This is an optimization exercise on Yosys and OpenROAD, whose aim is small area, not a production implementation.
RTL that was checked went through simulation tests only; none was proved equivalent to the original.
Power figures rest on the tool's default switching activity, not on a simulated workload. The clock port is modelled as an ideal driver; clocking choices that lean on that would not hold on a real chip.

==> flow/design.v (excerpt) <==
module dmem_responder #(
  parameter int DEPTH   = 64,
  parameter int LATENCY = 2
) (
  input  logic        clk,
  input  logic        reset,
  input  logic        req,
  input  logic        we,
  input  logic [1:0]  size,
  input  logic [31:0] addr,
  input  logic [31:0] wdata,
  output logic        ready,
  output logic [31:0] rdata,
  output logic        err
);
  localparam int NR = 16;   
  localparam int NS = 4;    
  logic       w1, w2, rdy, er;   
  logic [1:0] rot;               
  logic       swept;             
  logic       wv;                
  logic       rd;                
  logic [5:0]  idx;              
  logic [3:0]  be;               
  logic [31:0] rbuf;             
  logic idle, acc, errin;
  logic [3:0] be_in;
  logic [31:0] wd_in;
  assign idle  = ~(w1 | w2 | rdy);
  assign acc   = idle & req;
  assign errin = (size == 2'b11) | (size == 2'b01 & addr[0]) |
                 (size == 2'b10 & (addr[1:0] != 2'b00)) | (addr[31:8] != 24'd0);
  always_comb begin
    case (size)
      2'b00:   be_in = 4'b0001 << addr[1:0];
      2'b01:   be_in = addr[1] ? 4'b1100 : 4'b0011;
      default: be_in = 4'b1111;
    endcase
    case (size)
      2'b00:   wd_in = {4{wdata[7:0]}};
  ...
For scale: ~3400 cells after synthesis, about 2100 flip-flops, about 100 I/O pins, ~52000 sq um of cells after synthesis.
Settings: LEC_CHECK=0, CAP_MARGIN=20, CORE_MARGIN=2, CORE_UTILIZATION=55, CTS_BUF_LIST=sky130_fd_sc_hd__clkbuf_16, CTS_CLUSTER_DIAMETER=50, CTS_CLUSTER_SIZE=32, PLACE_DENSITY=0.65, SETUP_SLACK_MARGIN=0.15, SLEW_MARGIN=20, SYNTH_HIERARCHICAL=1; clock period 6.0 ns.
run.sh (not shown) runs the stock make flow with config.mk's settings and CLKGATE_MAP_FILE= SYNTH_SCRIPT=/design/flow/synth_recipe.tcl, a recipe that flattens the netlist after the stock synthesis.
Then changed:
- CTS_BUF_LIST: sky130_fd_sc_hd__clkbuf_16 -> sky130_fd_sc_hd__clkbuf_8
- CTS_CLUSTER_DIAMETER: 50 -> 45
- CTS_CLUSTER_SIZE: 32 -> 20
Effect: Die area does not change. Via count stays flat. Non-clock buffer count came out higher by 1. Design area came out lower by a few percent. Maximum frequency is about the same. Worst setup slack gets worse by 15 ps. Sequential power hardly moves. Core utilization came out lower by 1.6 points. Routed wire length came out lower slightly.
No functional check of the RTL was part of any run of this note.

* * *

dmem_responder, a different RTL version from the one above (not shown whole).
Size: ~2100 flip-flops, roughly 100 I/O pins.
Settings: LEC_CHECK=0, CAP_MARGIN=20, CORE_MARGIN=2, CORE_UTILIZATION=70, PLACE_DENSITY=0.78, SLEW_MARGIN=20, SYNTH_HIERARCHICAL=1; clock period 6.0 ns.
standard.sh (not shown) runs the stock make flow with config.mk's settings and CLKGATE_MAP_FILE= SYNTH_SCRIPT=/design/flow/synth_recipe.tcl, a recipe that flattens the netlist after the stock synthesis.
==> flow/flow/run.sh <==
#!/bin/bash
set -euo pipefail
export CTS_ARGS="-sink_clustering_enable -repair_clock_nets -dont_use_dummy_load -buf_list sky130_fd_sc_hd__clkbuf_16 -sink_clustering_size 34 -sink_clustering_max_diameter 85"
export BUFFER_PORTS_ARGS="-buffer_cell sky130_fd_sc_hd__buf_1"
bash standard.sh > standard.log 2>&1
The starting point finished clean.
Next try:
==> flow/run.sh (new file) <==
#!/bin/bash
# synth_recipe.tcl (not shown) runs the flow's synth.tcl, then flattens the netlist and writes it again
# the make line also repeats each setting of config.mk as NAME=value (left out here)
make -C /OpenROAD-flow-scripts/flow DESIGN_CONFIG=/design/flow/config.mk WORK_HOME=/design/flow/orfs CLKGATE_MAP_FILE= SYNTH_SCRIPT=/design/flow/synth_recipe.tcl finish
CORE_UTILIZATION = 55   (was 70)
CTS_BUF_LIST = sky130_fd_sc_hd__clkbuf_8   (was not set)
CTS_CLUSTER_DIAMETER = 45   (was not set)
CTS_CLUSTER_SIZE = 20   (was not set)
PLACE_DENSITY = 0.65   (was 0.78)
SETUP_SLACK_MARGIN = 0.15   (was not set)
removed: flow/flow/run.sh
removed: flow/standard.sh
Result: Core utilization is lower by 13 points. Routed wire length is higher by 5.0%. Clock skew is higher by 0.020 ns.
Next try:
==> flow/flow/run.sh (new file) <==
#!/bin/bash
set -euo pipefail
export CTS_ARGS="-sink_clustering_enable -repair_clock_nets -dont_use_dummy_load -buf_list sky130_fd_sc_hd__clkbuf_16 -sink_clustering_size 34 -sink_clustering_max_diameter 85"
export BUFFER_PORTS_ARGS="-buffer_cell sky130_fd_sc_hd__buf_1"
bash standard.sh > standard.log 2>&1
==> flow/standard.sh (new file) <==
#!/bin/bash
# synth_recipe.tcl (not shown) runs the flow's synth.tcl, then flattens the netlist and writes it again
# the make line also repeats each setting of config.mk as NAME=value (left out here)
make -C /OpenROAD-flow-scripts/flow DESIGN_CONFIG=/design/flow/config.mk WORK_HOME=/design/flow/orfs CLKGATE_MAP_FILE= SYNTH_SCRIPT=/design/flow/synth_recipe.tcl "${@:-finish}"
CORE_UTILIZATION = 70   (was 55)
CTS_BUF_LIST = not set   (was sky130_fd_sc_hd__clkbuf_8)
CTS_CLUSTER_DIAMETER = not set   (was 45)
CTS_CLUSTER_SIZE = not set   (was 20)
PLACE_DENSITY = 0.78   (was 0.65)
SETUP_SLACK_MARGIN = not set   (was 0.15)
removed: flow/run.sh
Effect: Cell count fell by 10%. First-iteration DRC count rose by 21%. Total power fell by 8.1%. Final area fell by 4.9%. Via count fell by 0.93%. Utilization rose by 13 points. Clock power fell by 22%. Synthesized cell count does not change. Routed wire length fell by 4.8%. Non-clock buffer count fell by 29. Combinational power fell by 18%.
Next try:
==> flow/flow/run.sh (replaced) <==
#!/bin/bash
# Layout flow: the standard flow (standard.sh) with the clock tree built
# without dummy loads and the ports buffered with a plain buffer cell.
set -euo pipefail
export CTS_ARGS="-sink_clustering_enable -repair_clock_nets -dont_use_dummy_load -buf_list sky130_fd_sc_hd__clkbuf_8 -sink_clustering_size 20 -sink_clustering_max_diameter 45"
export BUFFER_PORTS_ARGS="-buffer_cell sky130_fd_sc_hd__buf_2"
bash standard.sh > standard.log 2>&1
CORE_UTILIZATION = 55   (was 70)
CTS_BUF_LIST = sky130_fd_sc_hd__clkbuf_8   (was not set)
CTS_CLUSTER_DIAMETER = 45   (was not set)
CTS_CLUSTER_SIZE = 20   (was not set)
PLACE_DENSITY = 0.65   (was 0.78)
SETUP_SLACK_MARGIN = 0.15   (was not set)
=> Worst setup slack gets better by 0.063 ns; cell count climbs by 8.6%; final area climbs by about 2%; global-route usage drops by 5.4 points; die area climbs by about 27%; routed wire length climbs by about 7.5%; non-clock buffer count drops by 2; sequential share of layout area drops by 1.5 points; total power climbs by about 1.6%.

* * *

Starting RTL as in the previous note.
==> flow/design.v (excerpt) <==
module dmem_responder #(
  parameter int DEPTH   = 64,
  parameter int LATENCY = 2
) (
  input  logic        clk,
  input  logic        reset,
  input  logic        req,
  input  logic        we,
  input  logic [1:0]  size,
  input  logic [31:0] addr,
  input  logic [31:0] wdata,
  output logic        ready,
  output logic [31:0] rdata,
  output logic        err
);
export LEC_CHECK = 0
export CAP_MARGIN = 20
export CORE_MARGIN = 2
export CORE_UTILIZATION = 70
export PLACE_DENSITY = 0.78
export SETUP_SLACK_MARGIN = 0.15
export SLEW_MARGIN = 20
export SYNTH_HIERARCHICAL = 1
create_clock -name core_clock -period 6.0 [get_ports {clk}]
==> flow/flow/run.sh <==
#!/bin/bash
# Layout flow: the standard flow (standard.sh) with the clock tree built
# without dummy loads and the ports buffered with a plain buffer cell.
set -euo pipefail
export CTS_ARGS="-sink_clustering_enable -repair_clock_nets -dont_use_dummy_load -buf_list sky130_fd_sc_hd__clkbuf_16 -sink_clustering_size 30 -sink_clustering_max_diameter 80"
export BUFFER_PORTS_ARGS="-buffer_cell sky130_fd_sc_hd__buf_1"
bash standard.sh > standard.log 2>&1
Next try:
--- a/flow/flow/run.sh
+++ b/flow/flow/run.sh
@@ -2,2 +1,0 @@
-# Layout flow: the standard flow (standard.sh) with the clock tree built
-# without dummy loads and the ports buffered with a plain buffer cell.
- The changed run finished with timing, DRC and antenna clean
- synthesized cell count stays the same
- routed wire length is unchanged
- cell area does not change
- worst hold slack does not change
- count of clock-buffer cells in the layout is unchanged
- via count stays the same
- synthesized area stays the same
Next try:
==> flow/flow/run.sh (replaced) <==
#!/bin/bash
set -euo pipefail
export CTS_ARGS="-sink_clustering_enable -repair_clock_nets -dont_use_dummy_load -buf_list sky130_fd_sc_hd__clkbuf_16 -sink_clustering_size 34 -sink_clustering_max_diameter 85"
export BUFFER_PORTS_ARGS="-buffer_cell sky130_fd_sc_hd__buf_1"
bash standard.sh > standard.log 2>&1
CAP_MARGIN = 5   (was 20)
SETUP_SLACK_MARGIN = default   (was 0.15)
SLEW_MARGIN = 5   (was 20)
Outcome: The changed run finished with timing, DRC and antenna clean. Via count decreases slightly. Die area is unchanged. Total power went down slightly. Setup slack degrades by 0.046 ns. Worst hold slack gains 0.032 ns. Sequential power stays flat. Design area goes down slightly. Fmax fell slightly. Combinational power went down by a few percent.

separate check: timing with driven ports:
How much do the figures lean on ideal ports? The routed layouts below were timed once more, with nothing changed but the port constraints.
Step 1 (the two cells are an assumption about what drives the block):
set clk [get_ports {clk}]
set_driving_cell -lib_cell sky130_fd_sc_hd__clkbuf_16 $clk
set_driving_cell -lib_cell sky130_fd_sc_hd__buf_2 [delete_from_list [all_inputs] $clk]
Step 2 times the ports against the registers' clock, not the clock port: input delays grow and output delays shrink by t, the midpoint of the rising clock arrivals with the driver on.
a / b / c = ideal ports / drivers / drivers and shift; a / b = the first two.
run	shift t [ns]	slack for setup (ns)	hold slack, ns	worst setup path at the end	pins driven straight from the clock port
the first run of note 1	0.825	0.196 / 0.123 / 0.169	0.312 / 0.312 / 0.312	input to output	1
the second run of note 1	0.919	0.181 / 0.116 / 0.235	0.307 / 0.307 / 0.307	input to output	1
the first run of note 2	0.716	0.323 / 0.256 / 0.540	0.315 / 0.315 / 0.315	input to output	1
the second run of note 2	0.917	0.174 / 0.106 / 0.108	0.301 / 0.301 / 0.301	input to output	1
the third run of note 2	0.716	0.323 / 0.256 / 0.540	0.315 / 0.315 / 0.315	input to output	1
the fourth run of note 2	0.879	0.386 / 0.320 / 0.690	0.241 / 0.201 / 0.268	input to output	1
the first run of note 3	0.711	0.369 / 0.301 / 0.536	0.283 / 0.283 / 0.283	input to output	1
the second run of note 3	0.711	0.369 / 0.301 / 0.536	0.283 / 0.283 / 0.283	input to output	1
the third run of note 3	0.716	0.323 / 0.256 / 0.540	0.315 / 0.315 / 0.315	input to output	1
After both steps every run listed still meets setup and hold. The setup slack of the second run of note 2, which loses most, moves by -0.068 ns with the drivers and by -0.066 ns with both steps.
